Source: an optimization exercise on an open RTL-to-GDS flow (aim: small area). Production flows keep margins and buffers that such runs may drop.
In this exercise RTL edits were held to simulation tests only and were not proved equivalent to the original.

Setup of main:
==> flow/design.v <==
module command_parser_top #(
  parameter int DIVISOR      = 434,
  parameter int SAMPLE_PHASE = DIVISOR / 2,
  parameter int NUM_REGS     = 32
) (
  input  logic clk,
  input  logic i_reset,
  input  logic i_rx,
  output logic o_tx
);
  localparam int CW = $clog2(DIVISOR);
  localparam int AW = (NUM_REGS > 1) ? $clog2(NUM_REGS) : 1;
  localparam int PW = AW + 2;                  
  localparam int NSLOT = 1 << PW;              
  localparam logic [7:0]    CMD_WRITE = 8'hAA;
  localparam logic [7:0]    CMD_READ  = 8'h00;
  typedef enum logic [2:0] {IDLE, ADDR_W, ADDR_R, DATA_W, DATA_R, EXEC, SEND, W_FLUSH} state_t;
  function automatic logic [CW-1:0] lfsr_next(input logic [CW-1:0] s);
    lfsr_next = {s[CW-2:0], ~(s[8] ^ s[4])};
  endfunction
  function automatic logic [CW-1:0] lfsr_at(input int n);
    logic [CW-1:0] s;
    s = '0;
    for (int i = 0; i < n; i++) s = {s[CW-2:0], ~(s[8] ^ s[4])};
    lfsr_at = s;
  endfunction
  localparam logic [CW-1:0] BIT_LAST  = lfsr_at(DIVISOR - 1);
  localparam logic [CW-1:0] RX_WAIT   = lfsr_at(DIVISOR - 1 - SAMPLE_PHASE);
  typedef enum logic [1:0] {RX_IDLE, RX_START, RX_DATA, RX_VALID} rx_state_t;
  logic            rx_meta, rx_sync, rx_prev;
  logic            rx_first;
  rx_state_t       rx_state, rx_state_n;
  logic [CW-1:0]   rx_cnt, rx_cnt_n;
  logic [8:0]      rx_sh, rx_sh_n;
  logic            rx_valid;
  logic [7:0]      rx_byte;
  assign rx_byte  = rx_sh[8:1];
  assign rx_valid = (rx_state == RX_VALID);
  always_ff @(posedge clk or posedge i_reset) begin
    if (i_reset) begin
      rx_meta  <= 1'b1;
      rx_sync  <= 1'b1;
      rx_prev  <= 1'b1;
      rx_state <= RX_IDLE;
      rx_sh    <= 9'd0;
    end else begin
      rx_meta  <= i_rx;
      rx_sync  <= rx_meta;
      rx_prev  <= rx_sync;
      rx_state <= rx_state_n;
      rx_sh    <= rx_sh_n;
    end
  end
  always_ff @(posedge clk) rx_cnt <= rx_cnt_n;
  always_comb begin
    rx_state_n = rx_state;
    rx_cnt_n   = lfsr_next(rx_cnt);
    rx_sh_n    = rx_sh;
    rx_first   = 1'b0;
    case (rx_state)
      RX_IDLE, RX_VALID: begin
        rx_cnt_n = RX_WAIT;
        if (rx_prev && !rx_sync) rx_state_n = RX_START;
        else                     rx_state_n = RX_IDLE;
      end
      RX_START: begin
        if (rx_cnt == BIT_LAST) begin
          rx_cnt_n = '0;
          rx_sh_n  = 9'h100;
          rx_first = 1'b1;
          if (rx_sync) rx_state_n = RX_IDLE;
          else         rx_state_n = RX_DATA;
        end
      end
      RX_DATA: begin
        if (rx_cnt == BIT_LAST) begin
          rx_cnt_n = '0;
          if (rx_sh[0]) begin
            if (rx_sync) rx_state_n = RX_VALID;
            else         rx_state_n = RX_IDLE;
            rx_sh_n[0] = rx_sync;
          end else begin
            rx_sh_n = {rx_sync, rx_sh[8:1]};
          end
        end
      end
    endcase
  end
  logic [PW-1:0]        phase;
  logic                 clr;        
  logic [8*NSLOT-1:0]   ring;
  logic [7:0]           tap;
  logic                 hit;
  logic                 wr_en;
  logic                 ins;
  state_t          state, state_n;
  logic [AW-1:0]   idx;
  logic            in_range;
  logic [1:0]      byte_cnt;
  assign tap = ring[8*NSLOT-1 -: 8];
  assign hit = (phase == {idx, byte_cnt});
  assign wr_en = in_range && ((state == W_FLUSH) ||
                 ((state == DATA_W) && rx_sh[0] && ((rx_state == RX_IDLE) || (rx_state == RX_START))));
  assign ins = clr || (wr_en && hit);
  always_ff @(posedge clk or posedge i_reset) begin
    if (i_reset) begin
      phase <= '0;
      clr   <= 1'b1;
    end else begin
      phase <= {phase[5:0], ~(phase[6] ^ phase[5]) ^ (&phase[5:0])};
      if (rx_first) clr <= 1'b0;
    end
  end
  always_ff @(posedge clk) begin
    ring <= {ring[8*NSLOT-9:0], ins ? rx_byte : tap};
  end
  localparam logic [3:0] TX_STOP = 4'd1;
  localparam logic [3:0] TX_IDLE = 4'd2;
  localparam logic [3:0] TX_START = 4'd8;
  logic [3:0]      tx_ph;
  logic            tx_nb;
  logic [CW-1:0]   tx_cnt;
  logic            tx_last, tx_ready, tx_load;
  assign tx_last  = (tx_cnt == BIT_LAST);
  assign tx_ready = (tx_ph == TX_IDLE) || ((tx_ph == TX_STOP) && tx_last);
  always_ff @(posedge clk or posedge i_reset) begin
    if (i_reset) begin
      o_tx  <= 1'b1;
      tx_ph <= TX_IDLE;
    end else if (tx_load) begin
      o_tx  <= 1'b0;
      tx_ph <= TX_START;
    end else if (tx_last && (tx_ph != TX_IDLE)) begin
      o_tx  <= !tx_ph[3] || tx_nb;
      tx_ph <= tx_ph + 4'd1;
    end
  end
  always_ff @(posedge clk) begin
    if (tx_ph[3] && hit) tx_nb <= in_range && tap[tx_ph[2:0]];
  end
  always_ff @(posedge clk) begin
    if (tx_load || tx_last) tx_cnt <= '0;
    else                    tx_cnt <= lfsr_next(tx_cnt);
  end
  always_ff @(posedge clk or posedge i_reset) begin
    if (i_reset) state <= IDLE;
    else         state <= state_n;
  end
  always_comb begin
    state_n = state;
    tx_load = 1'b0;
    case (state)
      IDLE: if (rx_valid) begin
              if (rx_byte == CMD_WRITE)     state_n = ADDR_W;
              else if (rx_byte == CMD_READ) state_n = ADDR_R;
            end
      ADDR_W: if (rx_valid) state_n = DATA_W;
      ADDR_R: if (rx_valid) state_n = DATA_R;
      DATA_W: if (rx_valid && (byte_cnt == 2'd3)) state_n = W_FLUSH;
      DATA_R: if (rx_valid && (byte_cnt == 2'd3)) state_n = EXEC;
      EXEC:   state_n = SEND;
      SEND: begin
        if (tx_ready) begin
          tx_load = 1'b1;
          if (byte_cnt == 2'd3) state_n = IDLE;
        end
      end
      default: if (hit) state_n = IDLE;    
    endcase
  end
  always_ff @(posedge clk) begin
    case (state)
      ADDR_W, ADDR_R: if (rx_valid) begin
                  idx      <= rx_byte[AW-1:0];
                  in_range <= (32'(rx_byte) < 32'(NUM_REGS));
                  byte_cnt <= 2'd0;
                end
      DATA_W, DATA_R: if (rx_valid) byte_cnt <= byte_cnt + 2'd1;
      SEND:     if (tx_load) byte_cnt <= byte_cnt + 2'd1;
      default: ;
    endcase
  end
endmodule
clock: 10.0 ns
lec_check: 0
cap_margin: 20
core_margin: 2
core_utilization: 70
cts_buf_list: sky130_fd_sc_hd__clkbuf_16
cts_cluster_diameter: 100
cts_cluster_size: 32
place_density: 0.75
slew_margin: 20
run.sh (not shown) runs the stock make flow with config.mk's settings and CLKGATE_MAP_FILE= SYNTH_SCRIPT=/design/flow/synth_recipe.tcl, a recipe that flattens the netlist after the stock synthesis.
What the feature branch does differently from main at the input level:
diff --git a/flow/config.mk b/flow/config.mk
--- a/flow/config.mk
+++ b/flow/config.mk
@@ -12,2 +12,2 @@
-export CTS_CLUSTER_DIAMETER = 100
-export CTS_CLUSTER_SIZE = 32
+export CTS_CLUSTER_DIAMETER = 70
+export CTS_CLUSTER_SIZE = 34
## What came out
- Between the feature branch and main, the hold slack figures differ only marginally.
- The feature branch vs main: count of clock-buffer cells in the layout down by a few percent
- Taking main as the reference, in the feature branch highest achievable clock rate grew by 1.8 MHz, share of cell area taken by multi-input logic gates held steady, routed wire length held steady, maximum number of pins on one net before global-route repair grew by 2.
- Compared with main, the feature branch improves final critical delay including setup and external delays.
- On the feature branch: met1 wire length is 2.3% lower than what main gave.
- Changes observed in the feature branch relative to main: wire length of the first global-routing pass dropped 0.79%, wire length per cell after detailed routing barely changed, relative area change from synthesis to final layout barely changed.

what the ideal ports hide:
Ports are ideal in the flow. The routed layouts listed here were re-timed in OpenROAD. Step 1 assumes that a clkbuf_16 drives the clock port and a buf_2 every other input. Step 2 adds t to the input delays and takes it off the output delays; t is the mean of the earliest and latest rising clock arrival at the registers after step 1. Input paths then give back, and output paths get back, about the clock's delay inside the block. a / b / c = no drivers / after step 1 / after step 2; a / b = the first two.
run | t, ns | setup WS [ns] | slew at the worst register clock pin (ns) | worst slew at a driven data input, ns | cell pins on the clock port's net
main | 0.611 | 6.367 / 6.317 / 6.928 | 0.12 / 0.12 | 0.03 | 1
the feature branch | 0.601 | 6.390 / 6.340 / 6.941 | 0.12 / 0.12 | 0.03 | 1
After both steps every run listed still meets setup and hold.
